This design comes from an exercise in tuning for a short achievable clock period and few clock cycles on the open sky130 flow, not from production work.
The RTL was checked by simulation tests, not by an equivalence proof against the original design.
No activity file was given, so power comes from the tool's default toggle rates.

**design/flow/run.sh**
```bash
#!/bin/bash
# synth_recipe.tcl (not shown) runs the flow's synth.tcl, then flattens the netlist and writes it again
# the make line also repeats each setting of config.mk as NAME=value (left out here)
make -C /OpenROAD-flow-scripts/flow DESIGN_CONFIG=/design/flow/config.mk WORK_HOME=/design/flow/orfs CLKGATE_MAP_FILE= SYNTH_SCRIPT=/design/flow/synth_recipe.tcl finish
```
**design/flow/config.mk**
```make
export PLATFORM = sky130hd
export DESIGN_NAME = pipe_core
export DESIGN_NICKNAME = pipe_core
export VERILOG_FILES = /design/flow/design.v
export SDC_FILE = /design/flow/constraint.sdc
export NUM_CORES = 4
export LEC_CHECK = 0
export CAP_MARGIN = 20
export CELL_PAD_IN_SITES_DETAIL_PLACEMENT = 1
export CORE_MARGIN = 2
export CORE_UTILIZATION = 25
export PLACE_DENSITY = 0.4
export SLEW_MARGIN = 20
```
**design/flow/constraint.sdc**
```tcl
create_clock -name core_clock -period 7.0 [get_ports {clock}]
set_input_delay 1.4000 -clock core_clock [delete_from_list [all_inputs] [get_ports {clock}]]
set_output_delay 1.4000 -clock core_clock [all_outputs]
set_load 0.01 [all_outputs]
```
**design/flow/design.v**
```verilog
`timescale 1ns/10ps
package core_pkg;
    localparam int WORD_W    = 32;
    localparam int REG_IDX_W = 5;
    typedef logic [WORD_W-1:0]    word_t;
    typedef logic [REG_IDX_W-1:0] reg_idx_t;
    typedef logic [4:0]           opcode_t;
    typedef logic [4:0]           alu_op_t;
    localparam opcode_t OP_RTYPE = 5'd0;
    localparam opcode_t OP_J     = 5'd1;
    localparam opcode_t OP_BNE   = 5'd2;
    localparam opcode_t OP_ADDI  = 5'd5;
    localparam alu_op_t ALU_ADD = 5'd0;
    localparam alu_op_t ALU_SUB = 5'd1;
    localparam alu_op_t ALU_AND = 5'd2;
    localparam alu_op_t ALU_OR  = 5'd3;
    localparam int OPCODE_MSB = 31;
    localparam int OPCODE_LSB = 27;
    localparam int RD_MSB     = 26;
    localparam int RD_LSB     = 22;
    localparam int RS_MSB     = 21;
    localparam int RS_LSB     = 17;
    localparam int RT_MSB     = 16;
    localparam int RT_LSB     = 12;
    localparam int FUNC_MSB   = 6;
    localparam int FUNC_LSB   = 2;
    localparam int IMM_MSB    = 16;
    localparam int IMM_W      = 17;
    localparam int TARGET_MSB = 26;
    localparam word_t NOP_WORD = '0;
endpackage
`timescale 1ns/10ps
module alu
(
    input  core_pkg::word_t   operand_a,
    input  core_pkg::word_t   operand_b,
    input  core_pkg::alu_op_t op,
    output core_pkg::word_t   result,
    output logic    not_equal
);
    core_pkg::word_t diff;
    assign diff = operand_a - operand_b;
    always_comb begin
        case (op)
            core_pkg::ALU_ADD: result = operand_a + operand_b;
            core_pkg::ALU_SUB: result = diff;
            core_pkg::ALU_AND: result = operand_a & operand_b;
            core_pkg::ALU_OR:  result = operand_a | operand_b;
            default: result = '0;
        endcase
    end
    assign not_equal = |diff;
endmodule
`timescale 1ns/10ps
module fetch_unit
#(
    parameter core_pkg::word_t RESET_PC = '0
) (
    input  logic  clock,
    input  logic  rst_n,
    input  logic  redirect,
    input  core_pkg::word_t redirect_pc,
    output core_pkg::word_t imem_addr,
    input  core_pkg::word_t imem_data,
    output core_pkg::word_t fd_instr,
    output core_pkg::word_t fd_pc
);
    core_pkg::word_t pc;
    core_pkg::word_t pc_next;
    assign pc_next = redirect ? redirect_pc : pc + core_pkg::word_t'(1);
    always_ff @(posedge clock or negedge rst_n) begin
        if (!rst_n) begin
            pc <= RESET_PC;
        end else begin
            pc <= pc_next;
        end
    end
    assign imem_addr = pc;
    always_ff @(posedge clock or negedge rst_n) begin
        if (!rst_n) begin
            fd_instr <= core_pkg::NOP_WORD;
        end else if (redirect) begin
            fd_instr <= core_pkg::NOP_WORD;
        end else begin
            fd_instr <= imem_data;
        end
    end
    always_ff @(posedge clock) begin
        fd_pc <= pc;
    end
endmodule
`timescale 1ns/10ps
module reg_file
#(
    parameter int NUM_REGS = 32
) (
    input  logic     clock,
    input  logic     rst_n,
    input  core_pkg::reg_idx_t rd_addr_a,
    input  core_pkg::reg_idx_t rd_addr_b,
    output core_pkg::word_t    rd_data_a,
    output core_pkg::word_t    rd_data_b,
    input  logic     wr_en,
    input  core_pkg::reg_idx_t wr_reg,
    input  core_pkg::word_t    wr_data
);
    core_pkg::word_t regs [NUM_REGS];
    function automatic logic [31:0] read_port(logic [4:0] addr);
        if (wr_en && (wr_reg == addr) && (addr != '0)) begin
            read_port = wr_data;
        end else begin
            read_port = regs[addr];
        end
    endfunction
    assign rd_data_a = read_port(rd_addr_a);
    assign rd_data_b = read_port(rd_addr_b);
    always_ff @(posedge clock or negedge rst_n) begin
        if (!rst_n) begin
            for (int i = 0; i < NUM_REGS; i++) begin
                regs[i] <= '0;
            end
        end else if (wr_en && (wr_reg != '0)) begin
            regs[wr_reg] <= wr_data;
        end
    end
endmodule
`timescale 1ns/10ps
module exec_pipe
(
    input  logic     clock,
    input  logic     rst_n,
    input  core_pkg::word_t    fd_instr,
    input  core_pkg::word_t    fd_pc,
    output core_pkg::reg_idx_t rd_addr_a,
    input  core_pkg::word_t    rd_data_a,
    output core_pkg::reg_idx_t rd_addr_b,
    input  core_pkg::word_t    rd_data_b,
    output logic     redirect,
    output core_pkg::word_t    redirect_pc,
    output logic     wr_en,
    output core_pkg::reg_idx_t wr_reg,
    output core_pkg::word_t    wr_data
);
    core_pkg::opcode_t  d_op;
    core_pkg::reg_idx_t d_rd;
    core_pkg::reg_idx_t d_rt;
    core_pkg::word_t    x_instr;
    core_pkg::word_t    x_pc;
    core_pkg::word_t    x_a;
    core_pkg::word_t    x_b;
    core_pkg::opcode_t  x_op;
    core_pkg::reg_idx_t x_rd;
    core_pkg::reg_idx_t x_rs;
    core_pkg::reg_idx_t x_src_b;
    core_pkg::word_t    x_imm;
    core_pkg::word_t    x_target;
    core_pkg::word_t    fwd_a;
    core_pkg::word_t    fwd_b;
    core_pkg::word_t    alu_b;
    core_pkg::alu_op_t  alu_op;
    core_pkg::word_t    alu_result;
    logic     alu_ne;
    logic     x_wr;
    logic     m_wr;
    core_pkg::reg_idx_t m_rd;
    core_pkg::word_t    m_result;
    logic     w_wr;
    core_pkg::reg_idx_t w_rd;
    core_pkg::word_t    w_result;
    assign d_op = fd_instr[core_pkg::OPCODE_MSB:core_pkg::OPCODE_LSB];
    assign d_rd = fd_instr[core_pkg::RD_MSB:core_pkg::RD_LSB];
    assign d_rt = fd_instr[core_pkg::RT_MSB:core_pkg::RT_LSB];
    assign rd_addr_a = fd_instr[core_pkg::RS_MSB:core_pkg::RS_LSB];
    assign rd_addr_b = (d_op == core_pkg::OP_BNE) ? d_rd : d_rt;
    always_ff @(posedge clock or negedge rst_n) begin
        if (!rst_n) begin
            x_instr <= core_pkg::NOP_WORD;
        end else if (redirect) begin
            x_instr <= core_pkg::NOP_WORD;
        end else begin
            x_instr <= fd_instr;
        end
    end
    always_ff @(posedge clock) begin
        x_pc <= fd_pc;
        x_a  <= rd_data_a;
        x_b  <= rd_data_b;
    end
    assign x_op     = x_instr[core_pkg::OPCODE_MSB:core_pkg::OPCODE_LSB];
    assign x_rd     = x_instr[core_pkg::RD_MSB:core_pkg::RD_LSB];
    assign x_rs     = x_instr[core_pkg::RS_MSB:core_pkg::RS_LSB];
    assign x_src_b  = (x_op == core_pkg::OP_BNE) ? x_rd : x_instr[core_pkg::RT_MSB:core_pkg::RT_LSB];
    assign x_imm    = {{(core_pkg::WORD_W-core_pkg::IMM_W){x_instr[core_pkg::IMM_MSB]}}, x_instr[core_pkg::IMM_MSB:0]};
    assign x_target = {{(core_pkg::WORD_W-core_pkg::TARGET_MSB-1){1'b0}}, x_instr[core_pkg::TARGET_MSB:0]};
    function automatic logic [31:0] bypass(logic [4:0] src, logic [31:0] file_val);
        if (m_wr && (m_rd == src)) begin
            bypass = m_result;
        end else if (w_wr && (w_rd == src)) begin
            bypass = w_result;
        end else begin
            bypass = file_val;
        end
    endfunction
    assign fwd_a = bypass(x_rs, x_a);
    assign fwd_b = bypass(x_src_b, x_b);
    assign alu_b = (x_op == core_pkg::OP_ADDI) ? x_imm : fwd_b;
    always_comb begin
        case (x_op)
            core_pkg::OP_RTYPE: alu_op = x_instr[core_pkg::FUNC_MSB:core_pkg::FUNC_LSB];
            core_pkg::OP_BNE:   alu_op = core_pkg::ALU_SUB;
            default:  alu_op = core_pkg::ALU_ADD;
        endcase
    end
    alu u_alu (
        .operand_a (fwd_a),
        .operand_b (alu_b),
        .op        (alu_op),
        .result    (alu_result),
        .not_equal (alu_ne)
    );
    assign redirect    = (x_op == core_pkg::OP_J) || ((x_op == core_pkg::OP_BNE) && alu_ne);
    assign redirect_pc = (x_op == core_pkg::OP_J) ? x_target : x_pc + core_pkg::word_t'(1) + x_imm;
    assign x_wr = ((x_op == core_pkg::OP_RTYPE) || (x_op == core_pkg::OP_ADDI)) && (x_rd != '0);
    always_ff @(posedge clock or negedge rst_n) begin
        if (!rst_n) begin
            m_wr <= 1'b0;
            m_rd <= '0;
            w_wr <= 1'b0;
            w_rd <= '0;
        end else begin
            m_wr <= x_wr;
            m_rd <= x_rd;
            w_wr <= m_wr;
            w_rd <= m_rd;
        end
    end
    always_ff @(posedge clock) begin
        m_result <= alu_result;
        w_result <= m_result;
    end
    assign wr_en   = w_wr;
    assign wr_reg  = w_rd;
    assign wr_data = w_result;
endmodule
`timescale 1ns/10ps
module pipe_core
#(
    parameter core_pkg::word_t RESET_PC = '0,
    parameter int    NUM_REGS = 32
) (
    input  logic     clock,
    input  logic     rst_n,
    output core_pkg::word_t    imem_addr,
    input  core_pkg::word_t    imem_data,
    output logic     wb_en,
    output core_pkg::reg_idx_t wb_reg,
    output core_pkg::word_t    wb_data
);
    core_pkg::word_t    fd_instr;
    core_pkg::word_t    fd_pc;
    logic     redirect;
    core_pkg::word_t    redirect_pc;
    core_pkg::reg_idx_t rd_addr_a;
    core_pkg::reg_idx_t rd_addr_b;
    core_pkg::word_t    rd_data_a;
    core_pkg::word_t    rd_data_b;
    fetch_unit #(
        .RESET_PC (RESET_PC)
    ) u_fetch (
        .clock       (clock),
        .rst_n       (rst_n),
        .redirect    (redirect),
        .redirect_pc (redirect_pc),
        .imem_addr   (imem_addr),
        .imem_data   (imem_data),
        .fd_instr    (fd_instr),
        .fd_pc       (fd_pc)
    );
    reg_file #(
        .NUM_REGS (NUM_REGS)
    ) u_regs (
        .clock     (clock),
        .rst_n     (rst_n),
        .rd_addr_a (rd_addr_a),
        .rd_addr_b (rd_addr_b),
        .rd_data_a (rd_data_a),
        .rd_data_b (rd_data_b),
        .wr_en     (wb_en),
        .wr_reg    (wb_reg),
        .wr_data   (wb_data)
    );
    exec_pipe u_exec (
        .clock       (clock),
        .rst_n       (rst_n),
        .fd_instr    (fd_instr),
        .fd_pc       (fd_pc),
        .rd_addr_a   (rd_addr_a),
        .rd_data_a   (rd_data_a),
        .rd_addr_b   (rd_addr_b),
        .rd_data_b   (rd_data_b),
        .redirect    (redirect),
        .redirect_pc (redirect_pc),
        .wr_en       (wb_en),
        .wr_reg      (wb_reg),
        .wr_data     (wb_data)
    );
endmodule
```
==> impl_metrics.json <==
{
  "ant_nets": 0,
  "die_width_um": 521.6,
  "period_needed_ps": 6626,
  "synthDistinctLibCells": 92,
  "syn_to_final_growth_pct": 18.26,
  "cp.arrival_ps": 7330,
  "drv_cap": 0,
  "met2_usage_pct": 40.05,
  "start_kind": "register",
  "status": "finished clean",
  "netlist_area_um2": 66970,
  "gp_congestion": 0.9021,
  "start_util_pct": 25.06,
  "powerDensity_nw_per_um2": 308.6,
  "vias": 58040,
  "numPortBuffers": 103,
  "criticalPathCategory": "register to register",
  "async_flop_share_pct": 85.50,
  "drc": 0,
  "synth_edf_count": 0,
  "met3_usage_pct": 6.229,
  "stdcell_count": 9680,
  "met1_usage_pct": 34.22,
  "routed_wirelength_um": 364700,
  "hold_slack_ps": 316.6,
  "worst_pin_slew_ps": 1250,
  "grt_pass1_wl_um": 500400,
  "final_cell_mix": "1132 x dfrtp_1, 994 x mux2_2, 498 x a22oi_1",
  "cp-end-kind": "register",
  "track_usage_pct": 26.18,
  "synth_nets": 6155,
  "busiest_layer": "met2",
  "slew_headroom_pct": 16.69,
  "grt-ovfl-total": 0,
  "vias_per_cell": 5.996,
  "cts_max_level": 4,
  "r2r_start": "u_exec.x_instr[27]",
  "grt_pass1_vias": 58110,
  "cts_tree": "built",
  "antenna_found_initial": 28,
  "hp-start": "u_fetch.fd_pc[18]",
  "reg2reg_depth": 25,
  "dr.pass1.iters": 8,
  "die_area_um2": 272000,
  "grt_max_degree": 169,
  "die_y_um": 521.6,
  "fin_nets": 6154,
  "num_io_pins": 104,
  "drt-initial-drc-count": 7717,
  "r2r_slack_ps": 370,
  "clk_latency_ps": 840,
  "max_freq_ghz": 0.1509,
  "cts_buffer_depth": 3,
  "cts.sinks": 1324,
  "crit_required_ps": 7700,
  "clockRootBuffer": "clkbuf_16",
  "syn_area_per_cell_um2": 11.18,
  "rsz0062_at_grt": "no",
  "hold_path.class": "register to register",
  "slew_violations": 0,
  "wl_per_cell_um": 37.68,
  "drive_above_1_share_pct": 27.82,
  "ys_seq_elements": 1324,
  "r2r-end": "u_fetch.pc[25]",
  "final_common_cell": "dfrtp_1",
  "clkTransAtPathRegs_ps": 60,
  "setup_viol": 0,
  "cts_buffers": 157,
  "ys.flop_type": "dfrtp_1",
  "row_count": 190,
  "fin_worst_skew_ps": 36.69,
  "dpl.hpwl_um": 221000,
  "yosysWarnings": 5,
  "hold_depth": 0,
  "cp_max_fo": 31,
  "fin_tns_setup_ps": 0,
  "min_to": "u_exec.x_pc[18]",
  "hold_violations": 0,
  "finalCritPeriodShare_pct": 94.66,
  "core_um2": 267200,
  "netlist_instances": 5991,
  "placedCellCount": 9382,
  "vdd_drop_max_mv": 0.2648,
  "yosysSeqAreaShare_pct": 48.04,
  "p_leak_nw": 34.17
}
[cells by family after synthesis]
family	count (synthesis)	share of synthesized area, %
AOI/OAI and AO/OA	1570	17.69
DFF	1324	48.04
and+or+nand+nor	1088	8.193
muxes	1079	17.99
buffers and inverters	667	3.892
xor gates and xnor gates	133	1.739
adders and majority gates	130	2.463
[metrics by stage]
step	cell area [um2]	setup WS (ps)	power (W)	util, %
finish	79200	373.9	0.02444	29.64
global route	79170	31.66	0.02536	29.63
CTS	79110	247.5	0.02447	29.61
detailed placement	73780	303.7	0.01578	27.61
global placement	73650	511.8	0.01570	27.56
floorplan	66970	1315	0.01274	-
[registers in the layout, indices dropped and copies added, names as in the netlist]
| name | cells |
|---|---|
| u_exec.m_rd | 5 |
| u_exec.m_result | 32 |
| u_exec.m_wr | 1 |
| u_exec.w_rd | 5 |
| u_exec.w_result | 32 |
| u_exec.w_wr | 1 |
| u_exec.x_a | 32 |
| u_exec.x_b | 32 |
| u_exec.x_instr | 32 |
| u_exec.x_pc | 32 |
| u_fetch.fd_instr | 32 |
| u_fetch.fd_pc | 32 |
| u_fetch.pc | 32 |
| u_regs.regs | 1024 |
[power by group]
part / internal, W / switching (W) / leakage [nW] / total (W)
combinational: 0.00227 / 0.00403 / 14.4 / 0.00630
sequential: 0.00856 / 0.000942 / 17.1 / 0.00951
clock: 0.00500 / 0.00363 / 2.61 / 0.00863
[cells in the mapped netlist (11+ instances only)]
| cell | instances | area [um2] |
|---|---|---|
| dfrtp_1 | 1132 | 28330 |
| clkbuf_1 | 445 | 1670 |
| mux2i_1 | 85 | 850.8 |
| o21bai_1 | 19 | 142.6 |
| a211oi_1 | 31 | 232.7 |
| nor2_1 | 274 | 1028 |
| o31ai_1 | 18 | 135.1 |
| a21oi_1 | 156 | 780.8 |
| nand4_1 | 220 | 1376 |
| xnor2_1 | 91 | 797.0 |
| a222oi_1 | 66 | 660.6 |
| inv_1 | 104 | 390.4 |
| nor2b_1 | 23 | 143.9 |
| and2_1 | 11 | 68.82 |
| a31oi_1 | 15 | 93.84 |
| o22ai_1 | 57 | 356.6 |
| buf_2 | 30 | 150.1 |
| dfxtp_1 | 192 | 3844 |
| nand3_1 | 59 | 295.3 |
| ha_1 | 127 | 1589 |
| mux2_2 | 994 | 11190 |
| o21a_1 | 14 | 105.1 |
| and3_1 | 86 | 538.0 |
| a2111oi_0 | 36 | 315.3 |
| a22o_1 | 190 | 1664 |
| xor2_1 | 42 | 367.9 |
| nor3_1 | 38 | 190.2 |
| nand2_1 | 250 | 938.4 |
| o21ai_0 | 154 | 770.7 |
| a311oi_1 | 14 | 122.6 |
| nand2b_1 | 39 | 244.0 |
| nor4_1 | 22 | 137.6 |
| buf_1 | 69 | 259.0 |
| a221oi_1 | 201 | 1760 |
| a21o_1 | 12 | 90.09 |
| a22oi_1 | 498 | 3739 |
[cell type report]
type                            count  area, um2
Antenna cell                       11      27.53
Sequential cell                  1324      32170
Inverter                          110      412.9
Tap cell                         3552       4444
Timing Repair Buffer              397       3754
Clock inverter                     58      725.7
Clock buffer                      228       4611
Multi-Input combinational cell   4000      33050
Fill cell                       29320     188000
[how the worst max path moves through the flow]
stage / from / to / slack, ps
2_1_floorplan: u_exec.x_instr[27] / u_fetch.pc[13] / 1320
3_3_place_gp: u_exec.x_instr[27] / u_fetch.pc[25] / 510
3_5_place_dp: u_exec.x_instr[27] / u_fetch.pc[25] / 300
4_1_cts: u_exec.x_instr[27] / u_fetch.pc[25] / 250
5_1_grt: u_exec.x_instr[27] / u_fetch.pc[25] / 30
6_report: u_exec.x_instr[27] / u_fetch.pc[25] / 370
[timing repair]
| action | in CTS | in global routing |
|---|---|---|
| gates resized for setup | 0 | 7 |
| buffers inserted | 0 | 0 |
| endpoints found under the hold margin | 0 | 0 |
| hold buffers | 0 | 0 |
| endpoints found under the setup margin | 0 | 93 |
[routing by layer]
| layer | vias to the layer above | wire length, um |
|---|---|---|
| met2 | 3410 | 160800 |
| met5 | - | 61 |
| li1 | 22840 | - |
| met1 | 30800 | 151300 |
| met4 | 8 | 20630 |
| met3 | 986 | 31930 |
[worst max-delay path, stage by stage (launching register included)]
cell and delay, ps:
dfrtp_1 410, nor4_1 440, nand2_2 240, mux2i_1 300, xnor2_1 120, nor4_1 280, and3_2 290, buf_12 260
mux2i_1 240, o21ai_0 90, nand2_1 80, nand2_1 100, ha_1 400, nand2b_1 200, a211o_1 330, a211oi_1 530
o31ai_1 170, buf_4 180, nand3_1 130, nor2_1 70, or2_1 220, nor4b_1 350, and4_4 370, buf_4 250
a211oi_1 110, a311o_1 340
Testbench counts, summed over its fixed seeds: cycles 31,724.

static timing again, ports no longer ideal:
The flow's constraints put no driver on any port. The routed layout listed below was extracted and timed again, unchanged, in two steps. Step 1 assumes that a clkbuf_16 drives the clock port and a buf_2 every other input. Step 2 times the ports against the registers' clock, not the clock port: input delays grow and output delays shrink by t, the midpoint of the rising clock arrivals with the driver on. Three values: ideal, step 1, step 2; two values: the first two.
shift t [ns]: 0.923
slack for setup (ns): 0.374 / 0.374 / 0.374
latest minus earliest clock arrival (ns): 0.041 / 0.042
slew at the worst register clock pin (ns): 0.07 / 0.07
After both steps this run still meets setup and hold. The setup slack of this run moves by 0.000 ns with the drivers and by 0.000 ns with both steps.
